Background: an optimization exercise with open tools, aiming at small area. Do not read the settings as production practice. In this exercise RTL edits were held to simulation tests only and were not proved equivalent to the original. No activity file was given, so power comes from the tool's default toggle rates.

==> design/flow/design.v <==
module bypass_regfile_sb #(
    parameter int DATA_W   = 32,
    parameter int ADDR_W   = 5,
    parameter int NUM_RD   = 2,
    parameter int ZERO_REG = 1,
    parameter int BYPASS   = 1
) (
    input  logic                     clk,
    input  logic                     reset,
    input  logic                     we,
    input  logic [ADDR_W-1:0]        waddr,
    input  logic [DATA_W-1:0]        wdata,
    input  logic [NUM_RD*ADDR_W-1:0] raddr,
    input  logic [NUM_RD-1:0]        rd_en,
    output logic [NUM_RD*DATA_W-1:0] rdata,
    input  logic                     pend_set,
    input  logic [ADDR_W-1:0]        pend_addr,
    input  logic                     pend_flush,
    output logic [NUM_RD-1:0]        busy,
    output logic                     stall,
    output logic [ADDR_W:0]          pend_cnt
);
    localparam int DEPTH = 1 << ADDR_W;
    logic [DEPTH-1:0][DATA_W-1:0] regs_q;
    logic [DEPTH-1:0][DATA_W-1:0] regs_d;
    logic [DEPTH-1:0]  pend_q, pend_d;
    logic [ADDR_W:0]   pend_cnt_q, pend_cnt_d;
    logic write_ok;
    assign write_ok = we && !((ZERO_REG != 0) && (waddr == '0));
    always_comb begin
        regs_d = regs_q;
        if (write_ok) begin
            regs_d[waddr] = wdata;
        end
    end
    always_comb begin
        pend_d     = pend_q;
        pend_cnt_d = '0;
        for (int a = 0; a < DEPTH; a++) begin
            if (pend_flush) begin
                pend_d[a] = 1'b0;
            end else if (we && (waddr == ADDR_W'(a))) begin
                pend_d[a] = 1'b0;
            end
            if (pend_set && (pend_addr == ADDR_W'(a))) begin
                pend_d[a] = 1'b1;
            end
        end
        if (ZERO_REG != 0) begin
            pend_d[0] = 1'b0;
        end
        for (int a = 0; a < DEPTH; a++) begin
            pend_cnt_d = pend_cnt_d + {{ADDR_W{1'b0}}, pend_d[a]};
        end
    end
    always_ff @(posedge clk) begin
        if (reset) begin
            regs_q     <= '0;
            pend_q     <= '0;
            pend_cnt_q <= '0;
        end else begin
            regs_q     <= regs_d;
            pend_q     <= pend_d;
            pend_cnt_q <= pend_cnt_d;
        end
    end
    for (genvar i = 0; i < NUM_RD; i++) begin : g_rd
        logic [ADDR_W-1:0] ra;
        logic              byp;
        logic [DATA_W-1:0] rd;
        assign ra  = raddr[i*ADDR_W +: ADDR_W];
        assign byp = (BYPASS != 0) && we && (waddr == ra);
        always_comb begin
            if ((ZERO_REG != 0) && (ra == '0)) begin
                rd = '0;
            end else if (byp) begin
                rd = wdata;
            end else begin
                rd = regs_q[ra];
            end
        end
        assign rdata[i*DATA_W +: DATA_W] = rd;
        assign busy[i] = pend_q[ra] & ~byp;
    end
    assign stall    = |(busy & rd_en);
    assign pend_cnt = pend_cnt_q;
endmodule
==> design/flow/run.sh <==
#!/bin/bash
# synth_recipe.tcl (not shown) runs the flow's synth.tcl, then flattens the netlist and writes it again
# the make line also repeats each setting of config.mk as NAME=value (left out here)
make -C /OpenROAD-flow-scripts/flow DESIGN_CONFIG=/design/flow/config.mk WORK_HOME=/design/flow/orfs CLKGATE_MAP_FILE= SYNTH_SCRIPT=/design/flow/synth_recipe.tcl finish
==> design/flow/config.mk <==
export PLATFORM = sky130hd
export DESIGN_NAME = bypass_regfile_sb
export DESIGN_NICKNAME = bypass_regfile_sb
export VERILOG_FILES = /design/flow/design.v
export SDC_FILE = /design/flow/constraint.sdc
export NUM_CORES = 4
export LEC_CHECK = 0
export CAP_MARGIN = 20
export CORE_MARGIN = 2
export CORE_UTILIZATION = 40
export SLEW_MARGIN = 20
==> design/flow/constraint.sdc <==
create_clock -name core_clock -period 7.5 [get_ports {clk}]
set_input_delay 1.5000 -clock core_clock [delete_from_list [all_inputs] [get_ports {clk}]]
set_output_delay 1.5000 -clock core_clock [all_outputs]
set_load 0.01 [all_outputs]
==> results of run 1 <==
[final cells by class]
cell class	instances	area [sq um]	area share [%]
Clock inverter	45	585.6	0.9070
Sequential cell	1061	21240	32.90
Antenna cell	8	20.02	0.03101
Multi-Input combinational cell	4510	33100	51.27
Timing Repair Buffer	375	3674	5.690
Tap cell	1890	2365	3.663
Inverter	64	240.2	0.3721
Clock buffer	168	3338	5.170
[critical path: cells and delay by family]
| kind | cells | cell delay, ps |
|---|---|---|
| xor gates and xnor gates | 1 | 130 |
| AOI/OAI and AO/OA | 3 | 520 |
| adders and majority gates | 9 | 4090 |
| buffers and inverters | 3 | 640 |
| and+or+nand+nor | 3 | 550 |
[layer usage]
metal,global-route usage [%],up-vias
met5,0,-
met4,15.69,0
met3,7.205,669
met2,46.64,3211
met1,41.44,25531
li1,-,22165
[stage by stage]
stage	total power [mW]	setup WS (ps)	utilization [%]	hold WS (ps)
final	13.32	674.4	45.49	464.7
after detailed placement	7.434	-31.82	42.65	456.0
after global placement	7.424	-13.41	42.61	449.2
after CTS	13.32	736.0	45.41	464.3
after global routing	13.66	431.1	45.48	480.9
after floorplan	6.772	358.2	-	442.9
[cells in the mapped netlist, drive strengths merged (5+ instances only)]
cell type / n / share of area (%)
fa: 23 / 0.80
ha: 13 / 0.28
nand4: 12 / 0.13
nor3: 6 / 0.072
o21ai: 250 / 2.2
nand3: 117 / 1.0
clkbuf: 373 / 2.5
a31o: 28 / 0.43
a221oi: 56 / 0.86
xor2: 10 / 0.15
nor2b: 53 / 0.58
nor2: 597 / 4.1
and2: 8 / 0.087
nand2b: 17 / 0.20
o2bb2ai: 72 / 1.1
mux2i: 956 / 17
a21oi: 558 / 4.9
a31oi: 35 / 0.38
a32o: 5 / 0.087
inv: 64 / 0.42
a221o: 126 / 2.2
a22oi: 134 / 1.8
buf: 283 / 2.8
dfxtp: 1061 / 37
o211ai: 39 / 0.51
a32oi: 16 / 0.24
mux4: 276 / 11
nand2: 1043 / 6.9
nand3b: 29 / 0.38
[power by group through the flow]
stage,registers [mW],logic (mW),clock network (mW)
2_1_floorplan,5.84,0.935,0
3_3_place_gp,5.85,1.58,0
3_5_place_dp,5.85,1.59,0
4_1_cts,5.72,1.59,6.00
5_1_grt,5.73,1.68,6.25
6_report,5.73,1.63,5.97
[kinds of logic (layout without fill, tap and decap cells)]
logic type | Yosys count | after routing | share of synthesized area, %
simple gates | 1897 | 1897 | 13.63
compound gates | 1331 | 1331 | 14.82
mux | 1232 | 1232 | 27.52
flops | 1061 | 1061 | 37.04
buf+inv | 720 | 652 | 5.688
fa+ha+maj | 36 | 36 | 1.086
xor+xnor | 14 | 14 | 0.2138
other cells | 0 | 8 | 0
[sequential cells by signal, indices dropped and copies added (netlist names)]
register    flops
pend_q         31
pend_cnt_q      6
regs_q       1024
[worst paths after layout]
check | from | end | slack [ps]
min | regs_q[1018] | regs_q[1018] | 460
min reg2reg | regs_q[1018] | regs_q[1018] | 460
max | waddr[0] | pend_cnt_q[4] | 670
max reg2reg | pend_q[16] | pend_cnt_q[4] | 2290
[cell usage in the layout, fill, tap and decap left out, types with 9 or more instances in the layout]
cell type	synthesis	routed
clkdlybuf4s50_1	0	120
dfxtp_1	1061	1061
fa_1	23	23
clkinv_2	0	17
a32oi_1	16	16
clkinvlp_4	0	9
nand3_1	117	109
buf_4	94	210
a31oi_1	35	35
clkbuf_16	0	116
mux2i_1	956	956
nor2_1	578	566
nand4_1	12	12
a221o_1	126	126
nand2b_1	14	13
a22oi_1	134	134
buf_12	0	34
o2bb2ai_1	72	72
xor2_1	10	10
mux4_2	276	276
nor2_4	12	30
ha_1	13	13
bufinv_16	0	9
o21ai_0	192	191
clkbuf_1	371	28
nand3b_1	29	29
nor2b_1	53	47
a21oi_1	558	557
a221oi_1	56	56
o211ai_1	39	39
o21ai_1	58	59
a31o_2	28	28
nand2_1	1037	1035
inv_1	62	62
clkbuf_8	0	26
==> run notes, run 1 <==
- Entering global routing, the biggest net connects 212 pins.
- The transition at the pin with the smallest max-transition slack is 1217 ps.
- The maximum ir drop on the vdd rail is 211.9 uV.
- Sequential cells burn 43.0% of the power.
- Once detail routing completed, the nets flagged for antenna violations numbered 0.
- The prevailing post-synth register cell is dfxtp_1.
- After technology mapping, the gate count stands at 6291.
- The worst setup path is launched from an input pin.
- The highest fanout seen on the critical path is 4.
- The count of cells along the worst register-to-register path is 15.
- For this run, the number of standard cells in the final layout without fillers is 8121.
- The register clock-pin slew on the reported worst setup and hold paths is 60 ps.
- The clock latency reported for the late side of the worst-skew pair is 750 ps.
- The total non-filler cell area in the finished layout is 64560 sq um.
- The initialized floorplan defines 138 standard-cell rows.
- Global routing used 30.97% of the available tracks.
- The number of vias per cell is 6.351.
- The worst setup path is captured at a flop.
- The net switching power figure is 3.695 mW.
- The worst hold path passes through 2 cells.
- The number of antenna violations at the first check in global routing is 2.
- The proportion of register bits with asynchronous set or reset after synthesis is 0%.
- The average instance area after synthesis is 9.116 sq um.
- In this run the cell area measured after placement is 60530 sq um.
- The areal power density over the cells is 206.4 nW/um^2.
- In the final layout, the share of cells above drive strength 1 is 13.14%.
- The area enclosed by the die boundary is 146400 sq um.
- The maximum clock insertion buffer count is 3.
- The detailed router placed 51576 vias in this run.
- In this design, the critical path's most frequently occurring cell is fa_1.
- The final hold violation count came to 0.
- The detailed router put a total of 93.32 mm of wire on met1.
- The largest individual stage delay along the critical path comes from the cell fa_1.
- The I/O pin count is 132.
- The total CTS buffers is 116.
- Post-CTS repair changed the size of 0 cells.
- Compared with the post-synthesis result, the final layout area differs by 12.58%.
- The detailed-route DRC error count is 0.
- Buffers placed on the I/O ports in this run total 131.
- Hold repair after CTS inserted 0 buffers.
- The H-tree was split into 3 levels.
- The first global-routing pass estimated 338.0 mm of wire.
- The routed wire length on met2 is 101.6 mm.
- The number of pins exceeding their max-slew limit in the final report was 0.
- For this run, the number of Yosys warnings is 1.
- The tightest min-delay check is of the flop to flop type.
- For the final routed database, the setup TNS stands at 0 ps.
- The highest routing layer actually used is met4.
- The combinational power share is 12.3%.
- The initial detailed-routing violation count is 6821.
- The tree built by TritonCTS fans out to 1061 sinks.
- The total nets after synthesis is 6386.
- The post-synth design cell area is 57350 sq um.
- The type of the worst setup path is input pin to flop.
- The register bit total from synthesis is 1061.
- Data arrives at the worst endpoint at 7440 ps.
- In this run, distinct cell masters in the synthesized netlist total 59.
- The critical path goes through clkdlybuf4s50_1 -> inv_1 -> ha_1 -> nand3_1 -> nand2b_1 -> a32oi_1 -> fa_1 -> fa_1 -> fa_1 -> fa_1 -> fa_1 -> fa_1 -> fa_1 -> fa_1 -> inv_1 -> a21o_1 -> a21oi_1 -> xor2_1 -> nor2_1.
- The switching fraction of total power is 27.73%.
- The count of endpoints failing setup in the final report is 0.
- Per report_power, the clock group accounts for 44.8% of the total.
- Sequential elements use 37.04% of the synthesized area.
- In this run, synthesis inferred 0 flip-flops with an integrated enable.
- Cell internal power was estimated by the tool at 9.629 mW.
- After floorplanning, the core was sized to cover 141900 sq um.
- The portion of the clock cycle consumed by the worst path in the final layout is 91.01%.
- The achievable clock frequency is 146.5 MHz.
- The number of buffers inserted to repair setup after CTS is 0.
- The detailed-router iteration count before antenna repair is 7.
- Summed over all layers, the global routing overflow is 0.
- The headroom to the max-slew limit is 18.89%.
- The clock tree root buffer cell is clkbuf_16.
- The starting utilization of the core area is 40.41%.
- Setup repair after global routing left no endpoint under its margin.
- Wire segments on met3 add up to 26.05 mm in the final route.
- The run finished with no timing, DRC or antenna violations.
- Fill cells in the final layout number 13559.
- The via count of the first global-routing pass came to 48671.
- Summed over all layers, the routed wires come to 234.5 mm.
- The final layout net count is 6223.
- The wire-length estimate of the detail-placed layout is 141.2 mm.
- The clock period minus worst slack is 6826 ps.
- The die extent in x is 382.7 microns.
- The tool flagged a number of max-cap violations equal to 0.
- The CTS tree is done.
- The required arrival time at the worst endpoint is 8110 ps.
- The clock tree skew after final layout is 7.081 ps.
- The analysis attributes to cell leakage a power of 21.93 nW.
- After detailed routing, the average wire length per cell comes to 28.88 microns.
- On the worst path, the slowest cell contributes a delay of 600 ps.
- The global placer's final weighted congestion is 0.9037.
- The height of the chip is 382.7 microns.
- The instance count after placement with tap cells included is 7897.
==> run 2, diff against run 1 <==
==> design/flow/design.v (replaced) <==
module bypass_regfile_sb #(
    parameter int DATA_W   = 32,
    parameter int ADDR_W   = 5,
    parameter int NUM_RD   = 2,
    parameter int ZERO_REG = 1,
    parameter int BYPASS   = 1
) (
    input  logic                     clk,
    input  logic                     reset,
    input  logic                     we,
    input  logic [ADDR_W-1:0]        waddr,
    input  logic [DATA_W-1:0]        wdata,
    input  logic [NUM_RD*ADDR_W-1:0] raddr,
    input  logic [NUM_RD-1:0]        rd_en,
    output logic [NUM_RD*DATA_W-1:0] rdata,
    input  logic                     pend_set,
    input  logic [ADDR_W-1:0]        pend_addr,
    input  logic                     pend_flush,
    output logic [NUM_RD-1:0]        busy,
    output logic                     stall,
    output logic [ADDR_W:0]          pend_cnt
);
    localparam int DEPTH = 1 << ADDR_W;
    logic [DEPTH-1:1] wen, pset;
    for (genvar r = 1; r < DEPTH; r++) begin : g_dec
        assign wen[r]  = we && (waddr == ADDR_W'(r));
        assign pset[r] = pend_set && (pend_addr == ADDR_W'(r));
    end
    logic [DATA_W-1:0] wd_in;
    assign wd_in = wdata & {DATA_W{~reset}};
    logic [DEPTH-1:1][DATA_W-1:0] regs_q;
    for (genvar r = 1; r < DEPTH; r++) begin : g_row
        always_ff @(posedge clk) begin
            if (wen[r] || reset) regs_q[r] <= wd_in;
        end
    end
    logic [DEPTH-1:1] pend_q, pend_d;
    assign pend_d = pset | (pend_q & ~wen & {(DEPTH-1){~pend_flush}});
    always_ff @(posedge clk) begin
        if (reset) pend_q <= '0;
        else       pend_q <= pend_d;
    end
    logic           inc, dec;
    logic [ADDR_W-1:0] cnt_q, cnt_d;
    assign inc = |(pend_d & ~pend_q);
    assign dec = |(pend_q & ~pend_d);
    always_comb begin
        if (pend_flush)      cnt_d = ADDR_W'(|pset);
        else if (inc && !dec) cnt_d = cnt_q + 1'b1;
        else if (dec && !inc) cnt_d = cnt_q - 1'b1;
        else                  cnt_d = cnt_q;
    end
    always_ff @(posedge clk) begin
        if (reset) cnt_q <= '0;
        else       cnt_q <= cnt_d;
    end
    assign pend_cnt = {1'b0, cnt_q};
    for (genvar i = 0; i < NUM_RD; i++) begin : g_rd
        logic [ADDR_W-1:0] ra;
        logic [DEPTH-1:1]  hit, sel;
        logic              byp;
        logic [DATA_W-1:0] rd;
        logic              pb;
        assign ra = raddr[i*ADDR_W +: ADDR_W];
        for (genvar r = 1; r < DEPTH; r++) begin : g_sel
            assign hit[r] = (ra == ADDR_W'(r));
        end
        assign sel = hit & ~wen;
        assign byp = |(hit & wen);
        always_comb begin
            rd = {DATA_W{byp}} & wdata;
            pb = 1'b0;
            for (int r = 1; r < DEPTH; r++) begin
                rd = rd | ({DATA_W{sel[r]}} & regs_q[r]);
                pb = pb | (sel[r] & pend_q[r]);
            end
        end
        assign rdata[i*DATA_W +: DATA_W] = rd;
        assign busy[i] = pb;
    end
    assign stall = |(busy & rd_en);
endmodule
==> run 2 against run 1 <==
Still clean. Via count fell by 24%. Worst setup slack worse by 430 ps. Global-route usage is 7.1 points higher. Core utilization up 2.4 points. Register-to-register slack improved by 1300 ps. Non-clock buffer count down 33.
==> run notes, run 2 <==
- The buffering stage count on the worst path with inverters included is 3 (unchanged).
- The delay of the slowest critical-path stage came to 760 ps (+160 ps).
- The die extent in x is 339.9 microns (-11%).
- The number of antenna violations at the first check in global routing was 5 (+3).
- The cell with the largest stage delay on the worst path is nor4bb_2.
- The area enclosed by the die boundary came to 115600 sq um (-21%).
- The mux share of post-synthesis cell area is 0.2079% (-27 points).
- The number of nets with antenna violations after detailed routing was 0 (unchanged).
- The count of different cell masters after synthesis came to 78 (+32%).
- The path category of the worst min-delay check is flop to flop.
- The number of pins exceeding their max-slew limit in the final report was 0 (unchanged).
- The clock tree skew after final layout is 6.682 ps (-0.3996 ps).
- The maximum level of the CTS H-tree is 3 (unchanged).
- The library cell used most frequently in the layout, excluding fill and tap cells, is edfxtp_1.
- The quantity of gates resized following cts is 0 (unchanged).
- The via count of the first global-routing pass came to 36350 (-25%).
- Ranked by flip-flop count, first place goes to regs_q.
- The global-route wire length before repair was 304.7 mm (-9.9%).
- The highest routing layer actually used is met5.
- The HPWL reported at the end of detailed placement came to 116.2 mm (-18%).
- The number of violations of the max-capacitance limit is 0 (unchanged).
- The portion of the clock cycle consumed by the worst path in the final layout is 96.69% (+5.7 points).
- The adder-cell share of the synthesized area is 0.1275% (-0.96 points).
- The register bit total from synthesis was 1028 (-3.1%).
- The synthesized instance count was 3072 (-51%).
- The total non-filler cell area in the finished layout is 53710 sq um (-17%).
- The arrival time of the worst setup path was 5750 ps (-1690 ps).
- The maximum clock insertion buffer count came to 3 (unchanged).
- The flow ran to the end and the layout has no timing, DRC or antenna violations.
- The post-layout total power is 14.03 mW (+5.3%).
- The detailed-router iteration count before antenna repair was 12 (+5).
- The post-synth design cell area is 45140 sq um (-21%).
- The detailed-route DRC error count is 0 (unchanged).
- The most numerous cell in the Yosys netlist is edfxtp_1.
- The routed metal-1 wire length came to 76.73 mm (-18%).
- The highest fanout seen on the critical path is 29 (+25).
- The final hold violation count is 0 (unchanged).
- The library cells used most frequently in the layout, excluding fill and tap cells, are 992 x edfxtp_1, 328 x a22o_1, 327 x a221oi_1.
- The largest area contributor in the synthesized netlist is edfxtp_1.
- The count of endpoints failing setup in the final report was 0 (unchanged).
- The fraction of the mapped netlist area in simple logic gates is 6.691% (-6.9 points).
- The flip-flop count of the largest register after layout is 992 (-3.1%).
- The register clock-pin slew on the reported worst setup and hold paths is 60 ps (about the same).
- The number of sinks driven by the clock tree was 1028 (-3.1%).
- The headroom to the max-slew limit came to 17.69% (-1.2 points).
- The count of warnings emitted by yosys is 1 (unchanged).
- The worst setup path is launched from an input pin.
- The maximum ir drop on the vdd rail is 196.7 uV (-7.2%).
- The share of the synthesized area in compound gates (AO/OA/AOI/OAI) is 22.90% (+8.1 points).
- The area occupied by multi-input gates is 14330 sq um (-57%).
- The area share of xor/xnor cells in the synthesized design was 0.09701% (-0.12 points).
- The type of the worst setup path is input pin to output pin.
- After synthesis, the cell types taking the most area are edfxtp_1 66%, a22o_1 6.4%, a221oi_1 6.3%, a22oi_1 4.8%, nand4_1 2.3%.
- The total leakage power is 17.47 nW (-20%).
- The number of standard cells in the layout, taps in and fillers out is 4856 (-40%).
- The post-route worst setup slack is 248.6 ps (-425.8 ps).
- The average wire per cell in the routed design is 46.99 microns (+63%).
- The aggregate negative setup slack was 0 ps (unchanged).
- The average instance area after synthesis is 14.69 sq um (+61%).
- The number of fill cells is 9569 (-29%).
- The routed wire length on met2 is 89.19 mm (-12%).
- The pin count of the biggest net entering global routing is 53 (-75%).
- The remaining global-route overflow is 0 (unchanged).
- The achievable clock frequency was 137.9 MHz (-5.9%).
- In this run the clock root is driven by a clkbuf_16.
- The number of buffers inserted to repair setup after CTS is 0 (unchanged).
- The CTS tree is done.
- The largest family of logic cells by synthesized area is compound AO/OA/AOI/OAI gates.
- The transition at the pin with the smallest max-transition slack came to 1231 ps (+13.96 ps).
- The placeable core area is 112200 sq um (-21%).
- The worst setup slack after placement is 490.0 ps (+521.8 ps).
- The I/O pin count is 132 (unchanged).
- The proportion of register bits with asynchronous set or reset after synthesis came to 0% (unchanged).
- The largest registers in the layout are regs_q: 992 flops, pend_q: 31 flops, cnt_q: 5 flops.
- The fraction of the yosys area taken by sequential cells is 67.59% (+31 points).
- The instance count after placement with tap cells included was 4654 (-41%).
- The global placer's final weighted congestion is 0.9562 (+5.8%).
- The share of layout cells above drive strength 1 is 14.52% (+1.4 points).
- The height of the chip is 339.9 microns (-11%).
- The via total after detailed routing is 39291 (-24%).
- The required arrival time at the worst endpoint was 6000 ps (-2110 ps).
- The total CTS buffers was 106 (-8.6%).
- The final layout net count is 3325 (-47%).
- The nature of the critical path endpoint is an output pin.
- The clock latency reported for the late side of the worst-skew pair is 740 ps (about the same).
- The top cell type's share of synthesized area was 65.99% (+29 points).
- The starting utilization of the core area is 40.23% (-0.17 points).
- The number of synthesized flops with an enable pin was 992 (+992).
- The number of hold-repair buffers added at the cts stage came to 0 (unchanged).
- The met3 layer wire length in the routed design was 44.59 mm (+71%).
- The total wire length came to 228.2 mm (-2.7%).
- The count of buffers from port buffering is 130 (-0.76%).
- The area of all sequential standard cells was 30510 sq um (+44%).
- The initial detailed-routing violation count is 10864 (+59%).
- The areal power density over the cells is 261.2 nW/um^2 (+27%).
- The top cell family by delay on the critical path is simple AND/OR/NAND/NOR gates.
- The global router's overall resource usage is 38.11% (+7.1 points).
- For this run, the leading register cell type out of synthesis is edfxtp_1.
- The number of vias per cell was 8.091 (+27%).
- The total nets after synthesis is 3135 (-51%).
- The commonest cells after synthesis are 992 x edfxtp_1, 328 x a22o_1, 327 x a221oi_1, 288 x a22oi_1, 217 x clkbuf_1.
- The layout-stage area growth over the synthesis result is 18.98%.
- The area of placed instances is 50150 sq um (-17%).
- The cell that appears most often on the critical path is clkdlybuf4s50_1.
- The clock period minus worst slack is 7251 ps (+425.8 ps).
- Setup repair after global routing left no endpoint under its margin.
- The total number of placement rows is 123 (-11%).
- Walking the worst path, the cells encountered are clkdlybuf4s50_1 -> nor4bb_2 -> and2_1 -> nor3_2 -> buf_12 -> a22o_1 -> a221oi_1 -> nand4_1 -> a211o_1 -> clkdlybuf4s50_1.
==> run 2: changes by cell type after synthesis, sizes merged, moves of 154 or more <==
cell	delta
a21oi	-520
a221oi	+271
a22o	+326
a22oi	+154
buf	-240
clkbuf	-156
dfxtp	-1025
edfxtp	+992
mux2i	-950
mux4	-276
nand2	-985
nand4	+154
nor2	-539
o21ai	-210
==> run 2: path summary, 6_finish.rpt <==
check / from / endpoint / slack [ps] / cells after the start
setup reg to reg: pend_q[31] / cnt_q[4] / 3610 / 13
hold reg to reg: cnt_q[3] / cnt_q[3] / 560 / 2
setup / recovery: we / rdata[34] / 250 / 10
hold / removal: cnt_q[3] / cnt_q[3] / 560 / 2
==> run 2: logic make-up (layout without fill, tap and decap cells) <==
| kind of cell | after synthesis | count (layout) |
|---|---|---|
| and+or+nand+nor | 511 | 511 |
| muxes | 9 | 9 |
| adders and majority gates | 4 | 4 |
| other | 1 | 4 |
| DFF | 1028 | 1028 |
| xor gates and xnor gates | 5 | 5 |
| buffers and inverters | 265 | 546 |
| AOI/OAI and AO/OA | 1249 | 1249 |
==> run 2: area by class of cell <==
type | instances | share of cell area [%]
Clock buffer | 122 | 5.051
Inverter | 5 | 0.03494
Multi-Input combinational cell | 1779 | 26.69
Clock inverter | 77 | 1.540
Tap cell | 1500 | 3.494
Timing Repair Buffer | 342 | 6.372
Antenna cell | 3 | 0.01398
Sequential cell | 1028 | 56.81
==> run 2: worst reg2reg max path: stages (launching register included) <==
cell and delay (ps):
dfxtp_1 450, o21ai_0 140, o22ai_1 100, or4_1 580, or4b_4 610, nor3_4 420
nand2b_1 200, ha_1 360, nor2b_1 170, o21ai_0 90, nor2b_1 150, nor4_1 250
o21ai_0 120, nor3b_2 160
==> run 2: metrics by stage <==
| step | hold WS [ps] | utilization [%] |
|---|---|---|
| after floorplan | 471.0 | - |
| after global placement | 540.4 | 44.65 |
| after detailed placement | 559.0 | 44.70 |
| after CTS | 567.3 | 47.86 |
| after global routing | 593.7 | 47.87 |
| final | 563.1 | 47.87 |
==> run 2: power breakdown <==
group	internal, mW	total (mW)	switching, mW	leakage, nW
Sequential	6.85	7.16	0.312	9.88
Combinational	0.437	1.37	0.938	5.90
Clock	3.09	5.49	2.40	1.69
==> run 2: routing by layer <==
metal	track usage (%)	vias up
met5	0	-
met2	51.72	5140
met4	21.88	4
li1	-	13939
met1	50.18	18882
met3	17.10	1326

-- separate check: timing with driven ports --
In the flow no input, the clock included, has a driving cell. The finished layouts below were timed again as built, in two steps.
Step 1: set_driving_cell puts a clkbuf_16 on clk and a buf_2 on each other input, an assumption about the parent block.
Step 2 times the ports against the registers' clock, not the clock port: input delays grow and output delays shrink by t, the midpoint of the rising clock arrivals with the driver on.
a / b / c = ideal / step 1 / step 2; a / b = the first two.
| run | shift t [ns] | slack for setup (ns) | worst setup path at the end | pins driven straight from the clock port |
|---|---|---|---|---|
| run 1 | 0.824 | 0.674 / 0.727 / -0.097 | input to register | 1 |
| run 2 | 0.806 | 0.249 / 0.221 / 0.221 | input to output | 1 |
With both steps, setup timing fails in run 1, where it was met with ideal ports. The setup slack of run 1, which loses most, moves by +0.053 ns with the drivers and by -0.771 ns with both steps.
